Background: an optimization exercise with open tools, aiming at small area and a short achievable clock period. Do not read the settings as production practice. Function was checked by simulation only, so behaviour that the tests miss may differ from the original. The flow treats the clock pin as an ideal source, which a real chip does not have.

==> run C: inputs <==
==> flow/design.v <==
module sample_capture_writer (
  input  logic       clk,
  input  logic       rst_n,
  input  logic       start,
  input  logic       stop,
  input  logic       in_valid,
  input  logic [7:0] in_data,
  input  logic [7:0] rd_addr,
  output logic [7:0] rd_data,
  output logic       armed,
  output logic       busy,
  output logic       done,
  output logic       overflow,
  output logic [8:0] sample_count
);
  logic       armed_q, busy_q, done_q, overflow_q;
  logic [8:0] count_q;
  logic [7:0] rd_data_q;
  logic [7:0] mem_q [256];
  logic cap_s, idle_s, trig_s, go_s, wr0_s, wr_s, last_s;
  assign cap_s  = busy_q & ~armed_q;
  assign idle_s = ~busy_q & ~done_q;
  assign trig_s = in_data[7] ? (~&in_data[6:4] | ~|in_data[3:0]) : |in_data[6:4];
  assign go_s   = start & ~busy_q;
  assign wr0_s  = armed_q & ~stop & in_valid & trig_s;
  assign wr_s   = cap_s & in_valid;
  assign last_s = &count_q[7:0];
  always_ff @(posedge clk) begin
    if (!rst_n) begin
      armed_q    <= 1'b0;
      busy_q     <= 1'b0;
      done_q     <= 1'b0;
      overflow_q <= 1'b0;
      count_q    <= '0;
    end else begin
      if (go_s) begin
        armed_q    <= 1'b1;
        busy_q     <= 1'b1;
        done_q     <= 1'b0;
        overflow_q <= 1'b0;
        count_q    <= '0;
      end else if (armed_q) begin
        if (stop) begin
          armed_q <= 1'b0;
          busy_q  <= 1'b0;
          done_q  <= 1'b1;
        end else if (wr0_s) begin
          armed_q <= 1'b0;
          count_q <= 9'd1;
        end
      end else if (cap_s) begin
        if (in_valid) count_q <= count_q + 9'd1;
        if (stop || (in_valid && last_s)) begin
          busy_q <= 1'b0;
          done_q <= 1'b1;
        end
      end else if (done_q) begin
        if (in_valid && count_q[8]) overflow_q <= 1'b1;
      end
    end
  end
  logic [15:0] wr_hi_s, wr_lo_s;
  always_comb begin
    for (int i = 0; i < 16; i++) begin
      wr_hi_s[i] = (count_q[7:4] == 4'(i));
      wr_lo_s[i] = (count_q[3:0] == 4'(i));
    end
  end
  for (genvar k = 0; k < 256; k++) begin : g_word
    logic we;
    if (k == 0) begin : g_w0
      assign we = wr0_s;
    end else begin : g_wk
      assign we = wr_s & wr_hi_s[k/16] & wr_lo_s[k%16];
    end
    always_ff @(posedge clk) begin
      if (we && rst_n) mem_q[k] <= in_data;
    end
  end
  logic [15:0] rd_hi_s, rd_lo_s;
  logic [255:0] rd_sel_s;
  logic [7:0]  rd_mux_s;
  always_comb begin
    for (int i = 0; i < 16; i++) begin
      rd_hi_s[i] = (rd_addr[7:4] == 4'(i));
      rd_lo_s[i] = (rd_addr[3:0] == 4'(i));
    end
    for (int k = 0; k < 256; k++) rd_sel_s[k] = rd_hi_s[k/16] & rd_lo_s[k%16];
  end
  for (genvar b = 0; b < 8; b++) begin : g_rbit
    logic [87:0] l1_n;    
    logic [23:0] l2;      
    logic [11:0] l3_n;    
    logic [2:0]  l4;
    for (genvar j = 0; j < 86; j++) begin : g_l1
      localparam int K0 = 3*j, K1 = 3*j+1, K2 = 3*j+2;
      if (K2 < 256) begin : g_3
        scw_aoi222 u (.a0(mem_q[K0][b]), .s0(rd_sel_s[K0]),
                      .a1(mem_q[K1][b]), .s1(rd_sel_s[K1]),
                      .a2(mem_q[K2][b]), .s2(rd_sel_s[K2]), .y(l1_n[j]));
      end else begin : g_1
        scw_nand2 u (.a(mem_q[K0][b]), .b(rd_sel_s[K0]), .y(l1_n[j]));
      end
    end
    assign l1_n[87:86] = 2'b11;
    for (genvar j = 0; j < 22; j++) begin : g_l2
      scw_nand4 u (.a(l1_n[4*j]), .b(l1_n[4*j+1]), .c(l1_n[4*j+2]), .d(l1_n[4*j+3]), .y(l2[j]));
    end
    assign l2[23:22] = 2'b00;
    for (genvar j = 0; j < 11; j++) begin : g_l3
      scw_nor2 u (.a(l2[2*j]), .b(l2[2*j+1]), .y(l3_n[j]));
    end
    assign l3_n[11] = 1'b1;
    for (genvar j = 0; j < 3; j++) begin : g_l4
      scw_nand4 u (.a(l3_n[4*j]), .b(l3_n[4*j+1]), .c(l3_n[4*j+2]), .d(l3_n[4*j+3]), .y(l4[j]));
    end
    assign rd_mux_s[b] = |l4;
  end
  always_ff @(posedge clk) begin
    if (!rst_n) rd_data_q <= '0;
    else        rd_data_q <= rd_mux_s;
  end
  assign rd_data      = rd_data_q;
  assign armed        = armed_q;
  assign busy         = busy_q;
  assign done         = done_q;
  assign overflow     = overflow_q;
  assign sample_count = count_q;
endmodule
module scw_aoi222 (input logic a0, s0, a1, s1, a2, s2, output logic y);
  assign y = ~((a0 & s0) | (a1 & s1) | (a2 & s2));
endmodule
module scw_nand2 (input logic a, b, output logic y);
  assign y = ~(a & b);
endmodule
module scw_nand4 (input logic a, b, c, d, output logic y);
  assign y = ~(a & b & c & d);
endmodule
module scw_nor2 (input logic a, b, output logic y);
  assign y = ~(a | b);
endmodule
==> flow/run.sh <==
#!/bin/bash
# synth_recipe.tcl (not shown) runs the flow's synth.tcl, then flattens the netlist and writes it again
# the make line also repeats each setting of config.mk as NAME=value (left out here)
make -C /OpenROAD-flow-scripts/flow DESIGN_CONFIG=/design/flow/config.mk WORK_HOME=/design/flow/orfs CLKGATE_MAP_FILE= SYNTH_SCRIPT=/design/flow/synth_recipe.tcl finish
==> flow/config.mk <==
export PLATFORM = sky130hd
export DESIGN_NAME = sample_capture_writer
export DESIGN_NICKNAME = sample_capture_writer
export VERILOG_FILES = /design/flow/design.v
export SDC_FILE = /design/flow/constraint.sdc
export NUM_CORES = 4
export LEC_CHECK = 0
export CAP_MARGIN = 20
export CORE_MARGIN = 2
export CORE_UTILIZATION = 55
export CTS_BUF_LIST = sky130_fd_sc_hd__clkbuf_8
export CTS_CLUSTER_SIZE = 30
export SETUP_SLACK_MARGIN = 2.0
export SLEW_MARGIN = 20
export SYNTH_HIERARCHICAL = 1
export SYNTH_MINIMUM_KEEP_SIZE = 0
==> flow/constraint.sdc <==
create_clock -name core_clock -period 5.0 [get_ports {clk}]
set_input_delay 1.0000 -clock core_clock [delete_from_list [all_inputs] [get_ports {clk}]]
set_output_delay 1.0000 -clock core_clock [all_outputs]
set_load 0.01 [all_outputs]
==> run H: changes against run C <==
==> flow/design.v, changed modules only <==
module sample_capture_writer (
  input  logic       clk,
  input  logic       rst_n,
  input  logic       start,
  input  logic       stop,
  input  logic       in_valid,
  input  logic [7:0] in_data,
  input  logic [7:0] rd_addr,
  output logic [7:0] rd_data,
  output logic       armed,
  output logic       busy,
  output logic       done,
  output logic       overflow,
  output logic [8:0] sample_count
);
  logic       armed_q, busy_q, done_q, overflow_q, cap_q;
  logic [8:0] count_q;
  logic [7:0] rd_data_q;
  logic [7:0] mem_q [256];
  logic [15:0] wp_hi_q, wp_lo_q;
  logic trig_s, go_s, wr0_s, wr_s, last_s, adv_s;
  assign trig_s = in_data[7] ? (~&in_data[6:4] | ~|in_data[3:0]) : |in_data[6:4];
  assign go_s   = start & ~busy_q;
  assign wr0_s  = armed_q & ~stop & in_valid & trig_s;
  assign wr_s   = cap_q & in_valid;
  assign last_s = wp_hi_q[15] & wp_lo_q[15];
  assign adv_s  = wr0_s | wr_s;
  always_ff @(posedge clk) begin
    if (!rst_n) begin
      armed_q    <= 1'b0;
      busy_q     <= 1'b0;
      done_q     <= 1'b0;
      cap_q      <= 1'b0;
      overflow_q <= 1'b0;
      count_q    <= '0;
    end else begin
      if (go_s) begin
        armed_q    <= 1'b1;
        busy_q     <= 1'b1;
        done_q     <= 1'b0;
        overflow_q <= 1'b0;
        count_q    <= '0;
      end else if (armed_q) begin
        if (stop) begin
          armed_q <= 1'b0;
          busy_q  <= 1'b0;
          done_q  <= 1'b1;
        end else if (wr0_s) begin
          armed_q <= 1'b0;
          cap_q   <= 1'b1;
          count_q <= 9'd1;
        end
      end else if (cap_q) begin
        if (in_valid) count_q <= count_q + 9'd1;
        if (stop || (in_valid && last_s)) begin
          busy_q <= 1'b0;
          done_q <= 1'b1;
          cap_q  <= 1'b0;
        end
      end else if (done_q) begin
        if (in_valid && count_q[8]) overflow_q <= 1'b1;
      end
    end
  end
  logic [15:0] wp_row_q;
  logic        cap_d_s;
  assign cap_d_s = rst_n & ~go_s & ((armed_q & wr0_s) |
                   (cap_q & ~(stop | (in_valid & last_s))));
  always_ff @(posedge clk) begin
    if (!rst_n || go_s) begin
      wp_hi_q <= 16'd1;
      wp_lo_q <= 16'd1;
    end else if (adv_s) begin
      wp_lo_q <= {wp_lo_q[14:0], wp_lo_q[15]};
      if (wp_lo_q[15]) wp_hi_q <= {wp_hi_q[14:0], wp_hi_q[15]};
    end
  end
  always_ff @(posedge clk) begin
    if (!cap_d_s)                      wp_row_q <= '0;
    else if (adv_s && wp_lo_q[15])     wp_row_q <= {wp_hi_q[14:0], wp_hi_q[15]};
    else                               wp_row_q <= wp_hi_q;
  end
  logic [15:0] wr_row_s;
  assign wr_row_s = {16{in_valid}} & wp_row_q;
  for (genvar k = 0; k < 256; k++) begin : g_word
    logic we;
    if (k == 0) begin : g_w0
      assign we = wr0_s;
    end else begin : g_wk
      assign we = wr_row_s[k/16] & wp_lo_q[k%16];
    end
    always_ff @(posedge clk) begin
      if (we && rst_n) mem_q[k] <= in_data;
    end
  end
  logic [15:0]  rd_hi_s, rd_lo_s;
  logic [255:0] rd_sel_s;
  logic [7:0]   rd_mux_s;
  always_comb begin
    for (int i = 0; i < 16; i++) begin
      rd_hi_s[i] = rst_n & (rd_addr[7:4] == 4'(i));
      rd_lo_s[i] = (rd_addr[3:0] == 4'(i));
    end
    for (int k = 0; k < 256; k++) rd_sel_s[k] = rd_hi_s[k/16] & rd_lo_s[k%16];
  end
  for (genvar b = 0; b < 8; b++) begin : g_rbit
    logic [85:0] l1_n;
    logic [21:0] l2;
    logic [10:0] l3_n;
    logic [5:0]  l4;
    logic [1:0]  l5_n;
    for (genvar j = 0; j < 86; j++) begin : g_l1
      localparam int K0 = 3*j, K1 = 3*j+1, K2 = 3*j+2;
      if (K2 < 256) begin : g_3
        scw_aoi222 u (.a0(mem_q[K0][b]), .s0(rd_sel_s[K0]),
                      .a1(mem_q[K1][b]), .s1(rd_sel_s[K1]),
                      .a2(mem_q[K2][b]), .s2(rd_sel_s[K2]), .y(l1_n[j]));
      end else begin : g_1
        scw_nand2 u (.a(mem_q[K0][b]), .b(rd_sel_s[K0]), .y(l1_n[j]));
      end
    end
    for (genvar j = 0; j < 21; j++) begin : g_l2
      scw_nand4 u (.a(l1_n[4*j]), .b(l1_n[4*j+1]), .c(l1_n[4*j+2]), .d(l1_n[4*j+3]), .y(l2[j]));
    end
    scw_nand2 u_l2_21 (.a(l1_n[84]), .b(l1_n[85]), .y(l2[21]));
    for (genvar j = 0; j < 11; j++) begin : g_l3
      scw_nor2 u (.a(l2[2*j]), .b(l2[2*j+1]), .y(l3_n[j]));
    end
    for (genvar j = 0; j < 5; j++) begin : g_l4
      scw_nand2 u (.a(l3_n[2*j]), .b(l3_n[2*j+1]), .y(l4[j]));
    end
    assign l4[5] = ~l3_n[10];
    for (genvar j = 0; j < 2; j++) begin : g_l5
      scw_nor3 u (.a(l4[3*j]), .b(l4[3*j+1]), .c(l4[3*j+2]), .y(l5_n[j]));
    end
    scw_nand2 u_l6 (.a(l5_n[0]), .b(l5_n[1]), .y(rd_mux_s[b]));
  end
  always_ff @(posedge clk) begin
    rd_data_q <= rd_mux_s;
  end
  assign rd_data      = rd_data_q;
  assign armed        = armed_q;
  assign busy         = busy_q;
  assign done         = done_q;
  assign overflow     = overflow_q;
  assign sample_count = count_q;
endmodule
module scw_nor3 (input logic a, b, c, output logic y);
  assign y = ~(a | b | c);
endmodule
==> flow/flow/run.sh (new file) <==
#!/bin/bash
# The standard layout with three changes: the resizer may pick any cell of the
# same function (not only the same footprint), the port buffers are buf_4
# instead of the default delay-buffer footprint, and one more setup repair
# pass runs after CTS (flow/repair.tcl).
# Each tool's full output goes to a log of its own here; each ORFS step also
# logs under orfs/logs.
set -euo pipefail
ARGS=(MATCH_CELL_FOOTPRINT=0 "BUFFER_PORTS_ARGS=-buffer_cell sky130_fd_sc_hd__buf_4")
bash standard.sh "${ARGS[@]}" cts > make_cts.log 2>&1
REPAIR_MARGIN=2.6 openroad -no_init -exit flow/repair.tcl > repair.log 2>&1
touch orfs/results/sky130hd/sample_capture_writer/base/4_cts.odb
bash standard.sh "${ARGS[@]}" finish > make_finish.log 2>&1
==> flow/flow/repair.tcl (new file) <==
# Extra setup repair after CTS: the standard pass stops early, so size up,
# swap pins and buffer once more toward the margin, then legalize.
set plat $::env(FLOW_HOME)/platforms/sky130hd
set r orfs/results/sky130hd/sample_capture_writer/base
read_lef $plat/lef/sky130_fd_sc_hd.tlef
read_lef $plat/lef/sky130_fd_sc_hd_merged.lef
read_liberty $plat/lib/sky130_fd_sc_hd__tt_025C_1v80.lib
read_db $r/4_cts.odb
read_sdc $r/4_cts.sdc
source $plat/setRC.tcl
set_dont_use {sky130_fd_sc_hd__probe_p_8 sky130_fd_sc_hd__probec_p_8 sky130_fd_sc_hd__lpflow_*}
set_propagated_clock [all_clocks]
estimate_parasitics -placement
puts "before: worst slack [worst_slack -max] area [rsz::design_area]"
repair_timing -setup -setup_margin $::env(REPAIR_MARGIN) -sequence sizeup,swap,buffer -skip_last_gasp -verbose
detailed_placement
check_placement -verbose
estimate_parasitics -placement
puts "after: worst slack [worst_slack -max] area [rsz::design_area]"
write_db $r/4_cts.odb
==> flow/standard.sh (new file) <==
#!/bin/bash
# synth_recipe.tcl (not shown) runs the flow's synth.tcl, then flattens the netlist and writes it again
# the make line also repeats each setting of config.mk as NAME=value (left out here)
make -C /OpenROAD-flow-scripts/flow DESIGN_CONFIG=/design/flow/config.mk WORK_HOME=/design/flow/orfs CLKGATE_MAP_FILE= SYNTH_SCRIPT=/design/flow/synth_recipe.tcl "${@:-finish}"
- CORE_UTILIZATION: 55 -> 60
- CTS_BUF_LIST: sky130_fd_sc_hd__clkbuf_8 -> sky130_fd_sc_hd__clkbuf_16
- CTS_CLUSTER_DIAMETER: not set -> 80
- CTS_CLUSTER_SIZE: 30 -> 24
- SETUP_SLACK_MARGIN: 2.0 -> 2.2
removed: flow/run.sh
==> run Z: changes against run C <==
==> flow/design.v, changed modules only <==
module sample_capture_writer (
  input  logic       clk,
  input  logic       rst_n,
  input  logic       start,
  input  logic       stop,
  input  logic       in_valid,
  input  logic [7:0] in_data,
  input  logic [7:0] rd_addr,
  output logic [7:0] rd_data,
  output logic       armed,
  output logic       busy,
  output logic       done,
  output logic       overflow,
  output logic [8:0] sample_count
);
  logic       armed_q, busy_q, done_q, overflow_q, cap_q;
  logic [8:0] count_q;
  logic [7:0] rd_data_q;
  logic [7:0] mem_q [256];
  logic [15:0] wp_hi_q, wp_lo_q;
  logic trig_s, go_s, wr0_s, wr_s, last_s, adv_s;
  assign trig_s = in_data[7] ? (~&in_data[6:4] | ~|in_data[3:0]) : |in_data[6:4];
  assign go_s   = start & ~busy_q;
  assign wr0_s  = armed_q & ~stop & in_valid & trig_s;
  assign wr_s   = cap_q & in_valid;
  assign last_s = wp_hi_q[15] & wp_lo_q[15];
  assign adv_s  = wr0_s | wr_s;
  always_ff @(posedge clk) begin
    if (!rst_n) begin
      armed_q    <= 1'b0;
      busy_q     <= 1'b0;
      done_q     <= 1'b0;
      cap_q      <= 1'b0;
      overflow_q <= 1'b0;
      count_q    <= '0;
    end else begin
      if (go_s) begin
        armed_q    <= 1'b1;
        busy_q     <= 1'b1;
        done_q     <= 1'b0;
        overflow_q <= 1'b0;
        count_q    <= '0;
      end else if (armed_q) begin
        if (stop) begin
          armed_q <= 1'b0;
          busy_q  <= 1'b0;
          done_q  <= 1'b1;
        end else if (wr0_s) begin
          armed_q <= 1'b0;
          cap_q   <= 1'b1;
          count_q <= 9'd1;
        end
      end else if (cap_q) begin
        if (in_valid) count_q <= count_q + 9'd1;
        if (stop || (in_valid && last_s)) begin
          busy_q <= 1'b0;
          done_q <= 1'b1;
          cap_q  <= 1'b0;
        end
      end else if (done_q) begin
        if (in_valid && count_q[8]) overflow_q <= 1'b1;
      end
    end
  end
  always_ff @(posedge clk) begin
    if (!rst_n || go_s) begin
      wp_hi_q <= 16'd1;
      wp_lo_q <= 16'd1;
    end else if (adv_s) begin
      wp_lo_q <= {wp_lo_q[14:0], wp_lo_q[15]};
      if (wp_lo_q[15]) wp_hi_q <= {wp_hi_q[14:0], wp_hi_q[15]};
    end
  end
  logic [15:0] wr_row_s;
  assign wr_row_s = {16{wr_s}} & wp_hi_q;
  for (genvar k = 0; k < 256; k++) begin : g_word
    logic we;
    if (k == 0) begin : g_w0
      assign we = wr0_s;
    end else begin : g_wk
      assign we = wr_row_s[k/16] & wp_lo_q[k%16];
    end
    always_ff @(posedge clk) begin
      if (we && rst_n) mem_q[k] <= in_data;
    end
  end
  logic [15:0]  rd_hi_s, rd_lo_s;
  logic [255:0] rd_sel_s;
  logic [7:0]   rd_mux_s;
  always_comb begin
    for (int i = 0; i < 16; i++) begin
      rd_hi_s[i] = rst_n & (rd_addr[7:4] == 4'(i));
      rd_lo_s[i] = (rd_addr[3:0] == 4'(i));
    end
    for (int k = 0; k < 256; k++) rd_sel_s[k] = rd_hi_s[k/16] & rd_lo_s[k%16];
  end
  for (genvar b = 0; b < 8; b++) begin : g_rbit
    logic [87:0] l1_n;    
    logic [21:0] l2;
    logic [11:0] l3_n;    
    logic [5:0]  l4;
    logic [1:0]  l5_n;
    for (genvar j = 0; j < 86; j++) begin : g_l1
      localparam int K0 = 3*j, K1 = 3*j+1, K2 = 3*j+2;
      if (K2 < 256) begin : g_3
        scw_aoi222 u (.a0(mem_q[K0][b]), .s0(rd_sel_s[K0]),
                      .a1(mem_q[K1][b]), .s1(rd_sel_s[K1]),
                      .a2(mem_q[K2][b]), .s2(rd_sel_s[K2]), .y(l1_n[j]));
      end else begin : g_1
        scw_nand2 u (.a(mem_q[K0][b]), .b(rd_sel_s[K0]), .y(l1_n[j]));
      end
    end
    assign l1_n[87:86] = 2'b11;
    for (genvar j = 0; j < 22; j++) begin : g_l2
      scw_nand4 u (.a(l1_n[4*j]), .b(l1_n[4*j+1]), .c(l1_n[4*j+2]), .d(l1_n[4*j+3]), .y(l2[j]));
    end
    for (genvar j = 0; j < 11; j++) begin : g_l3
      scw_nor2 u (.a(l2[2*j]), .b(l2[2*j+1]), .y(l3_n[j]));
    end
    assign l3_n[11] = 1'b1;
    for (genvar j = 0; j < 6; j++) begin : g_l4
      scw_nand2 u (.a(l3_n[2*j]), .b(l3_n[2*j+1]), .y(l4[j]));
    end
    for (genvar j = 0; j < 2; j++) begin : g_l5
      scw_nor3 u (.a(l4[3*j]), .b(l4[3*j+1]), .c(l4[3*j+2]), .y(l5_n[j]));
    end
    scw_nand2 u_l6 (.a(l5_n[0]), .b(l5_n[1]), .y(rd_mux_s[b]));
  end
  always_ff @(posedge clk) begin
    rd_data_q <= rd_mux_s;
  end
  assign rd_data      = rd_data_q;
  assign armed        = armed_q;
  assign busy         = busy_q;
  assign done         = done_q;
  assign overflow     = overflow_q;
  assign sample_count = count_q;
endmodule
module scw_nor3 (input logic a, b, c, output logic y);
  assign y = ~(a | b | c);
endmodule
==> flow/flow/run.sh (new file) <==
#!/bin/bash
# The standard layout with three changes: the resizer may pick any cell of the
# same function (not only the same footprint), the port buffers are buf_4
# instead of the default delay-buffer footprint, and one more setup repair
# pass runs after CTS (flow/repair.tcl).
# Each tool's full output goes to a log of its own here; each ORFS step also
# logs under orfs/logs.
set -euo pipefail
ARGS=(MATCH_CELL_FOOTPRINT=0 "BUFFER_PORTS_ARGS=-buffer_cell sky130_fd_sc_hd__buf_4")
bash standard.sh "${ARGS[@]}" cts > make_cts.log 2>&1
REPAIR_MARGIN=2.6 openroad -no_init -exit flow/repair.tcl > repair.log 2>&1
touch orfs/results/sky130hd/sample_capture_writer/base/4_cts.odb
bash standard.sh "${ARGS[@]}" finish > make_finish.log 2>&1
==> flow/flow/repair.tcl (new file) <==
# Extra setup repair after CTS: the standard pass stops early, so size up,
# swap pins and buffer once more toward the margin, then legalize.
set plat $::env(FLOW_HOME)/platforms/sky130hd
set r orfs/results/sky130hd/sample_capture_writer/base
read_lef $plat/lef/sky130_fd_sc_hd.tlef
read_lef $plat/lef/sky130_fd_sc_hd_merged.lef
read_liberty $plat/lib/sky130_fd_sc_hd__tt_025C_1v80.lib
read_db $r/4_cts.odb
read_sdc $r/4_cts.sdc
source $plat/setRC.tcl
set_dont_use {sky130_fd_sc_hd__probe_p_8 sky130_fd_sc_hd__probec_p_8 sky130_fd_sc_hd__lpflow_*}
set_propagated_clock [all_clocks]
estimate_parasitics -placement
puts "before: worst slack [worst_slack -max] area [rsz::design_area]"
repair_timing -setup -setup_margin $::env(REPAIR_MARGIN) -sequence sizeup,swap,buffer -skip_last_gasp -verbose
detailed_placement
check_placement -verbose
estimate_parasitics -placement
puts "after: worst slack [worst_slack -max] area [rsz::design_area]"
write_db $r/4_cts.odb
==> flow/standard.sh (new file) <==
#!/bin/bash
# synth_recipe.tcl (not shown) runs the flow's synth.tcl, then flattens the netlist and writes it again
# the make line also repeats each setting of config.mk as NAME=value (left out here)
make -C /OpenROAD-flow-scripts/flow DESIGN_CONFIG=/design/flow/config.mk WORK_HOME=/design/flow/orfs CLKGATE_MAP_FILE= SYNTH_SCRIPT=/design/flow/synth_recipe.tcl "${@:-finish}"
- CTS_BUF_LIST: sky130_fd_sc_hd__clkbuf_8 -> sky130_fd_sc_hd__clkbuf_16
- CTS_CLUSTER_DIAMETER: not set -> 80
- CTS_CLUSTER_SIZE: 30 -> 24
- SETUP_SLACK_MARGIN: 2.0 -> 2.2
removed: flow/run.sh
==> run notes <==
Result of the run: run Z complete, no violations; run H complete, no violations; run C complete, no violations
Switching Fraction: run Z 20.2%; run H 20.0%; run C 21.3%
Largest net degree at the start of global routing: run Z 183; run H 174; run C 164
Hold wc startpoint: run Z busy_q; run H overflow_q; run C in_data[0]
Detailed-router iteration count before antenna repair: run Z 13; run H 15; run C 15
Net total in the final layout: run Z 4314; run H 4256; run C 4375
Number of distinct library cells after synthesis: run Z 47; run H 44; run C 45
Initial antenna violation count: run Z 5; run H 5; run C 12
Clock Network Area Fraction: run Z 3.55%; run H 3.46%; run C 6.82%
Setup Buffers After CTS: run Z 54; run H 72; run C 11
Number of tap cells added at floorplan: run Z 1781; run H 1637; run C 1768
Hold Path Cell Cnt: run Z 1; run H 2; run C 1
Number of gates on the worst path with buffers counted: run Z 12; run H 13; run C 10
Share of Yosys cell area claimed by the top area cell type: run Z 82.2%; run H 81.9%; run C 83.6%
Die Y-Extent: run Z 373 um; run H 358 um; run C 370 um
Maximum cell stage delay along the critical path: run Z 0.66 ns; run H 0.52 ns; run C 0.56 ns
Avg Cell Area, Syn: run Z 19.0 um2; run H 18.9 um2; run C 19.4 um2
Die Footprint: run Z 139000 um2; run H 128000 um2; run C 137000 um2
Simple-gate share of the synthesized area: run Z 5.98%; run H 5.96%; run C 5.65%

## port drivers added, routing unchanged
In the flow no input, the clock included, has a driving cell. The finished layouts below were timed again as built, in two steps. Step 1, drivers: a clkbuf_16 drives clk and a buf_2 each remaining input, both assumed. Step 2 adds t to the input delays and takes it off the output delays; t is the mean of the earliest and latest rising clock arrival at the registers after step 1. Input paths then give back, and output paths get back, about the clock's delay inside the block. Slacks: no drivers / after step 1 / after step 2; pairs: no drivers / after step 1.
run	t (ns)	setup WS [ns]	worst setup path after step 2	clock arrival spread, ns
run C	1.071	1.750 / 1.759 / 0.688	input to register	0.066 / 0.066
run H	0.780	2.063 / 1.997 / 1.216	input to register	0.033 / 0.033
run Z	0.826	2.019 / 2.048 / 1.223	input to register	0.035 / 0.035
After both steps every run listed still meets setup and hold. For run C, which loses most, drivers alone change the setup slack by +0.009 ns; drivers and shift together by -1.062 ns.
